From an optimization exercise on the open Yosys and OpenROAD flow, aimed at small area, a short achievable clock period and few clock cycles per item; shortcuts taken in it are not production practice.
Function was checked by simulation only, so behaviour that the tests miss may differ from the original.
Power figures rest on the tool's default switching activity, not on a simulated workload.

==> design/flow/design.v <==
`timescale 1ns/1ns
`default_nettype none
package lms_pkg;
    localparam int NUM_TAPS  = 16;                  
    localparam int TAP_IDX_W = 4;                   
    localparam int ERR_W     = 11;                  
    localparam int REF_W     = 14;                  
    localparam int PROD_W    = ERR_W + REF_W;       
    localparam int WEIGHT_W  = 32;                  
    localparam int REFS_W    = NUM_TAPS * REF_W;
    localparam int BANK_W    = NUM_TAPS * WEIGHT_W;
    localparam logic [1:0] SEQ_IDLE  = 2'd0;        
    localparam logic [1:0] SEQ_ISSUE = 2'd1;        
    localparam logic [1:0] SEQ_DRAIN = 2'd2;        
endpackage
`default_nettype wire
`timescale 1ns/1ns
`default_nettype none
module lms_seq
(
    input  logic clk,
    input  logic rstn,
    input  logic start,          
    output logic accept,         
    output logic busy,           
    output logic done            
);
    assign busy   = 1'b0;
    assign accept = start;                          
    always_ff @(posedge clk or negedge rstn)
    begin
        if (!rstn)
            done <= 1'b0;
        else
            done <= accept;
    end
endmodule
`default_nettype wire
`timescale 1ns/1ns
`default_nettype none
module lms_mac
(
    input  logic [lms_pkg::ERR_W-1:0]    e,           
    input  logic [lms_pkg::REF_W-1:0]    ref_i,       
    input  logic [lms_pkg::WEIGHT_W-1:0] old_w,
    output logic [lms_pkg::WEIGHT_W-1:0] new_w
);
    assign new_w = old_w + {{(lms_pkg::WEIGHT_W - lms_pkg::ERR_W){1'b0}}, e}
                         * {{(lms_pkg::WEIGHT_W - lms_pkg::REF_W){1'b0}}, ref_i};
endmodule
`default_nettype wire
`timescale 1ns/1ns
`default_nettype none
module weight_bank
(
    input  logic                          clk,
    input  logic                          rstn,
    input  logic [lms_pkg::BANK_W-1:0]    new_w,
    output logic [lms_pkg::BANK_W-1:0]    weights
);
    always_ff @(posedge clk or negedge rstn)
    begin
        if (!rstn)
            weights <= '0;
        else
            weights <= new_w;
    end
endmodule
`default_nettype wire
`timescale 1ns/1ns
`default_nettype none
module lms_weight_update
(
    input  logic                       clk,
    input  logic                       rstn,
    input  logic                       start,      
    input  logic [lms_pkg::ERR_W-1:0]  err,        
    input  logic [lms_pkg::REFS_W-1:0] refs,       
    output logic                       busy,       
    output logic                       done,       
    output logic [lms_pkg::BANK_W-1:0] weights     
);
    logic                          accept;
    logic [lms_pkg::ERR_W-1:0]     e_g;             
    logic [lms_pkg::BANK_W-1:0]    new_w;
    lms_seq u_seq (
        .clk    (clk),
        .rstn   (rstn),
        .start  (start),
        .accept (accept),
        .busy   (busy),
        .done   (done)
    );
    assign e_g = err & {lms_pkg::ERR_W{accept}};
    for (genvar i = 0; i < lms_pkg::NUM_TAPS; i++)
    begin : g_tap
        lms_mac u_mac (
            .e     (e_g),
            .ref_i (refs[i * lms_pkg::REF_W +: lms_pkg::REF_W]),
            .old_w (weights[i * lms_pkg::WEIGHT_W +: lms_pkg::WEIGHT_W]),
            .new_w (new_w[i * lms_pkg::WEIGHT_W +: lms_pkg::WEIGHT_W])
        );
    end
    weight_bank u_bank (
        .clk     (clk),
        .rstn    (rstn),
        .new_w   (new_w),
        .weights (weights)
    );
endmodule
`default_nettype wire
==> design/flow/run.sh <==
#!/bin/bash
# synth_recipe.tcl (not shown) runs the flow's synth.tcl, then flattens the netlist and writes it again
# the make line also repeats each setting of config.mk as NAME=value (left out here)
make -C /OpenROAD-flow-scripts/flow DESIGN_CONFIG=/design/flow/config.mk WORK_HOME=/design/flow/orfs CLKGATE_MAP_FILE= SYNTH_SCRIPT=/design/flow/synth_recipe.tcl finish
==> design/flow/config.mk <==
export PLATFORM = sky130hd
export DESIGN_NAME = lms_weight_update
export DESIGN_NICKNAME = lms_weight_update
export VERILOG_FILES = /design/flow/design.v
export SDC_FILE = /design/flow/constraint.sdc
export NUM_CORES = 4
export LEC_CHECK = 0
export CAP_MARGIN = 20
export CORE_MARGIN = 2
export CORE_UTILIZATION = 40
export SLEW_MARGIN = 20
==> design/flow/constraint.sdc <==
create_clock -name core_clock -period 9.0 [get_ports {clk}]
set_input_delay 1.8000 -clock core_clock [delete_from_list [all_inputs] [get_ports {clk}]]
set_output_delay 1.8000 -clock core_clock [all_outputs]
set_load 0.01 [all_outputs]
==> run summary <==
per-layer routing:
layer | wire (µm) | up-vias | global-route usage (%) | share of wire (%)
li1 | - | 45200 | - | -
met1 | 159000 | 47400 | 33.6 | 45
met2 | 164000 | 2610 | 40.0 | 46
met3 | 21700 | 433 | 3.67 | 6.1
met4 | 10300 | 34 | 6.91 | 2.9
met5 | 216 | - | 0 | 0.061
cells in the mapped netlist, types with 19 or more instances:
| cell | number |
|---|---|
| sky130_fd_sc_hd__or3_1 | 41 |
| sky130_fd_sc_hd__o211ai_1 | 57 |
| sky130_fd_sc_hd__or2_2 | 28 |
| sky130_fd_sc_hd__nand4_1 | 64 |
| sky130_fd_sc_hd__a21oi_1 | 585 |
| sky130_fd_sc_hd__nor3b_1 | 19 |
| sky130_fd_sc_hd__xor2_1 | 230 |
| sky130_fd_sc_hd__and3_1 | 1267 |
| sky130_fd_sc_hd__nor2b_1 | 57 |
| sky130_fd_sc_hd__a21o_1 | 287 |
| sky130_fd_sc_hd__nor2_1 | 398 |
| sky130_fd_sc_hd__a211oi_1 | 83 |
| sky130_fd_sc_hd__nand2b_1 | 61 |
| sky130_fd_sc_hd__o21bai_1 | 111 |
| sky130_fd_sc_hd__clkbuf_1 | 660 |
| sky130_fd_sc_hd__o21a_1 | 96 |
| sky130_fd_sc_hd__and2_1 | 56 |
| sky130_fd_sc_hd__ha_1 | 1456 |
| sky130_fd_sc_hd__nor3_1 | 143 |
| sky130_fd_sc_hd__xnor2_1 | 509 |
| sky130_fd_sc_hd__a31oi_1 | 64 |
| sky130_fd_sc_hd__nand3_1 | 146 |
| sky130_fd_sc_hd__o31ai_1 | 36 |
| sky130_fd_sc_hd__inv_1 | 2213 |
| sky130_fd_sc_hd__fa_1 | 1728 |
| sky130_fd_sc_hd__a211o_1 | 25 |
| sky130_fd_sc_hd__dfrtp_1 | 513 |
| sky130_fd_sc_hd__o21ai_0 | 312 |
| sky130_fd_sc_hd__nand2_1 | 1604 |
registers in the layout, summed over array words and instances, names as in the netlist:
signal,flops
u_bank.weights,512
u_seq.done,1
through the flow:
step / util, % / std cells
finish: 47.6 / 18200
global route: 47.5 / 18100
CTS: 47.5 / 18100
detailed placement: 46.6 / 18000
global placement: 46.6 / 18000
floorplan: - / 13200
worst paths after layout:
kind	cells after the start	start	endpoint	slack, ns
setup / recovery	33	err[4]	u_bank.weights[282]$_DFF_PN0_	0.52
hold / removal	1	u_bank.weights[319]$_DFF_PN0_	u_bank.weights[319]$_DFF_PN0_	0.46
setup reg to reg	11	u_bank.weights[33]$_DFF_PN0_	u_bank.weights[63]$_DFF_PN0_	5.30
hold reg to reg	1	u_bank.weights[319]$_DFF_PN0_	u_bank.weights[319]$_DFF_PN0_	0.46
max in group asynchronous	3	rstn	u_bank.weights[33]$_DFF_PN0_	6.29
min in group asynchronous	1	rstn	u_bank.weights[125]$_DFF_PN0_	1.06
critical path, delay by kind of cell:
family / cells / cell delay (ns)
AO/OA/AOI/OAI: 12 / 2.35
XOR/XNOR: 1 / 0.11
adder cells (fa/ha/maj): 7 / 3.16
buffers and inverters: 7 / 0.94
AND/OR/NAND/NOR: 6 / 0.82
where the power goes:
part / internal [µW] / switching, µW
logic: 18100 / 20000
registers: 3890 / 1120
clock network: 1990 / 1310
layout make-up:
| class | count | area [µm²] |
|---|---|---|
| Antenna cell | 38 | 95.1 |
| Clock buffer | 97 | 2190 |
| Clock inverter | 39 | 492 |
| Fill cell | 27600 | 150000 |
| Inverter | 2214 | 8310 |
| Multi-Input combinational cell | 9772 | 91100 |
| Sequential cell | 513 | 12800 |
| Tap cell | 3762 | 4710 |
| Timing Repair Buffer | 1727 | 15900 |
kinds of logic (layout without fill, tap and decap cells):
kind of cell               count (synthesis)  count (layout)  synth area share, %
buffers and inverters                   2892            4077                 9.46
muxes                                      6               6               0.0523
AOI/OAI and AO/OA                       1892            1892                 10.7
other                                      1              39              0.00327
DFF                                      513             513                 11.2
xor gates and xnor gates                 739             739                 5.64
adders and majority gates               3184            3184                 46.0
and+or+nand+nor                         3950            3950                 17.0
what timing repair did:
| action | in CTS | in global routing |
|---|---|---|
| hold buffers | 0 | 0 |
| setup endpoints to repair | 0 | 3 |
| gates resized for setup | 0 | 1 |
==> impl_table.tex <==
\begin{tabular}{lr}
\hline
Metric & Value \\
\hline
\multicolumn{2}{l}{\textbf{Placement}} \\
\quad Detailed placement HPWL & 290 mm \\
\quad DP Area & 133000 µm² \\
\quad Placement-stage worst setup slack & -0.282 ns \\
\quad Weighted congestion at the end of routability-driven global placement & approximately 0.9 \\
\quad Count of buffers from port buffering & 750 \\
\multicolumn{2}{l}{\textbf{Yosys}} \\
\quad Post-synth EDFFs & 0 \\
\quad Most common flop cell mapped by yosys & sky130\_fd\_sc\_hd\_\_dfrtp\_1 \\
\quad Post-synthesis register bit count & a little over 500 \\
\quad Unique cell type count in the Yosys netlist & 87 \\
\quad Portion of synthesized cell area occupied by the leading cell type & around 30\% \\
\quad Cell taking the most area after synthesis & sky130\_fd\_sc\_hd\_\_fa\_1 \\
\quad Ys Warns & 2 \\
\quad Post-Synthesis Net Count & roughly 17000 \\
\quad Ranking of synthesized cells by area & sky130\_fd\_sc\_hd\_\_fa\_1, sky130\_fd\_sc\_hd\_\_ha\_1, sky130\_fd\_sc\_hd\_\_dfrtp\_1 \\
\quad Synthesized cell area & 115000 µm² \\
\quad Sequential area share after synthesis & 11.2\% \\
\quad Number of instances in the synthesized netlist & around 13000 \\
\quad Async set-reset flop share out of synthesis & between 90\% and 100\% \\
\quad Mean area per synthesized cell & $\sim$8.7 µm² \\
\multicolumn{2}{l}{\textbf{Detailed routing}} \\
\quad Number of violations reported at the end of detailed-routing iteration 0 & between 5000 and 6000 \\
\quad Pre-Repair DR Iteration Count & 7 \\
\quad Vias after detailed routing & between 90000 and 100k \\
\quad Remaining DRCs & 0 \\
\quad Wire length reported by the detailed router & $\sim$360 mm \\
\quad DR WL/cell & a little under 20 µm \\
\quad Number of routed nets with antenna violations & 0 \\
\quad Vias/cell & around 5.3 \\
\multicolumn{2}{l}{\textbf{Worst setup path}} \\
\quad Data arrival time at the worst-slack endpoint & about 9.2 ns \\
\quad Most frequent cell on the critical path & sky130\_fd\_sc\_hd\_\_fa\_1 \\
\quad Crit Path Class & input port to flop \\
\quad Critical Path Start Type & input port \\
\quad Top fanout value on the critical path & 18 \\
\quad Crit. End Element & flop \\
\quad Slowest cell on crit path & sky130\_fd\_sc\_hd\_\_fa\_1 \\
\quad Crit path required time & between 9 and 10 ns \\
\quad Max stage delay on crit path & roughly 0.58 ns \\
\multicolumn{2}{l}{\textbf{Global routing}} \\
\quad Vias in the first global route & 96700 \\
\quad GRT Overall Usage & approximately a quarter \\
\quad Remaining Overflow, GRT & 0 \\
\quad Pin count of the biggest net entering global routing & around 120 \\
\quad Number of antenna violations at the first check in global routing & slightly below 80 \\
\quad Global-route wire length before repair & 562 mm \\
\multicolumn{2}{l}{\textbf{Final layout}} \\
\quad Final std cell area, no fill & 136000 µm² \\
\quad Highest-count cells in the layout ignoring fill and taps & sky130\_fd\_sc\_hd\_\_inv\_1, sky130\_fd\_sc\_hd\_\_fa\_1, sky130\_fd\_sc\_hd\_\_nand2\_1, sky130\_fd\_sc\_hd\_\_ha\_1, sky130\_fd\_sc\_hd\_\_and3\_1 \\
\quad Most common library cell in the layout ignoring fill and taps & sky130\_fd\_sc\_hd\_\_inv\_1 \\
\quad Synth-to-Final Area Change & 18.1\% \\
\quad Share of post-route cells with drive strength above 1 & $\sim$8.3\% \\
\quad NumNets Final & between 15000 and 20000 \\
\multicolumn{2}{l}{\textbf{Die}} \\
\quad Core region area & between 200000 and 300000 µm² \\
\quad Io pins & 752 \\
\quad Full die area & approximately 300000 µm² \\
\quad Site Rows & 196 \\
\quad Y dimension of the die & approximately 540 µm \\
\quad Initial cell density of the core & between 40\% and 50\% \\
\quad Horizontal die dimension & about 540 µm \\
\multicolumn{2}{l}{\textbf{Worst hold path}} \\
\quad Worst min-delay path category & flop to flop \\
\multicolumn{2}{l}{\textbf{Timing}} \\
\quad Worst rel slew slack & 44.7\% \\
\quad Final total negative setup slack & 0 ns \\
\quad Post-route minimum period & between 8 and 9 ns \\
\quad RSZ-0062 raised after global routing & no \\
\quad Worst Clk Skew & $\sim$0.06 ns \\
\quad Timing-limited maximum frequency & roughly 120 MHz \\
\quad Final setup slack of the worst path & 0.519 ns \\
\quad Number of pins with negative max-slew slack in the final report & 0 \\
\quad Worst-case hold slack & about 0.46 ns \\
\quad Final-report setup violation count & 0 \\
\quad Fraction of the cycle the final worst path needs & a little over nine tenths \\
\quad Worst-margin pin slew & $\sim$0.83 ns \\
\quad Number of failing hold endpoints at the final stage & 0 \\
\multicolumn{2}{l}{\textbf{Clocking}} \\
\quad Max H-tree Level & 3 \\
\quad Later-pin clock latency in the skew report & between 0.8 and 0.9 ns \\
\quad Cell at the root of the clock tree & sky130\_fd\_sc\_hd\_\_clkbuf\_16 \\
\quad CTS tree & built \\
\quad Number of CTS-inserted buffers & about 80 \\
\quad Num Clock Sinks & approximately 510 \\
\quad Maximum clock insertion buffer count & 4 \\
\quad Buffer count from post-CTS setup fixing & 0 \\
\quad Clock slew at reported path FFs & around 0.060 ns \\
\multicolumn{2}{l}{\textbf{Power}} \\
\quad Power consumption & $\sim$46000 µW \\
\quad Cell leakage power & 0.0721 µW \\
\quad Peak VDD IR & about 0.00048 V \\
\quad Power density over the cells & between 300 and 400 nW/µm² \\
\multicolumn{2}{l}{\textbf{Flow run}} \\
\quad Maximum Capacitance Violations & 0 \\
\multicolumn{2}{l}{\textbf{Outcome}} \\
\quad Result of the run & complete, no violations \\
\hline
\end{tabular}
Testbench counts, summed over its fixed seeds: cycles 960, sweeps 960.

==> re-timing with driven ports <==
No port has a modelled driver above. Below, the same layout with a new extraction and two added sets of constraints. Step 1: set_driving_cell puts a clkbuf_16 on clk and a buf_2 on each other input, an assumption about the parent block. Step 2 also shifts input and output timing later by t, the mid clock arrival at the registers, as if the neighbouring blocks saw the same clock. Slacks: ideal ports / drivers / drivers and shift; pairs: ideal ports / drivers.
shift t [ns]: 0.885
setup slack, ns: 0.519 / 0.539 / -0.346
hold WS [ns]: 0.464 / 0.464 / 0.464
Met with ideal ports but missed after step 2: setup timing in this run. The setup slack of this run moves by +0.020 ns with the drivers and by -0.865 ns with both steps.
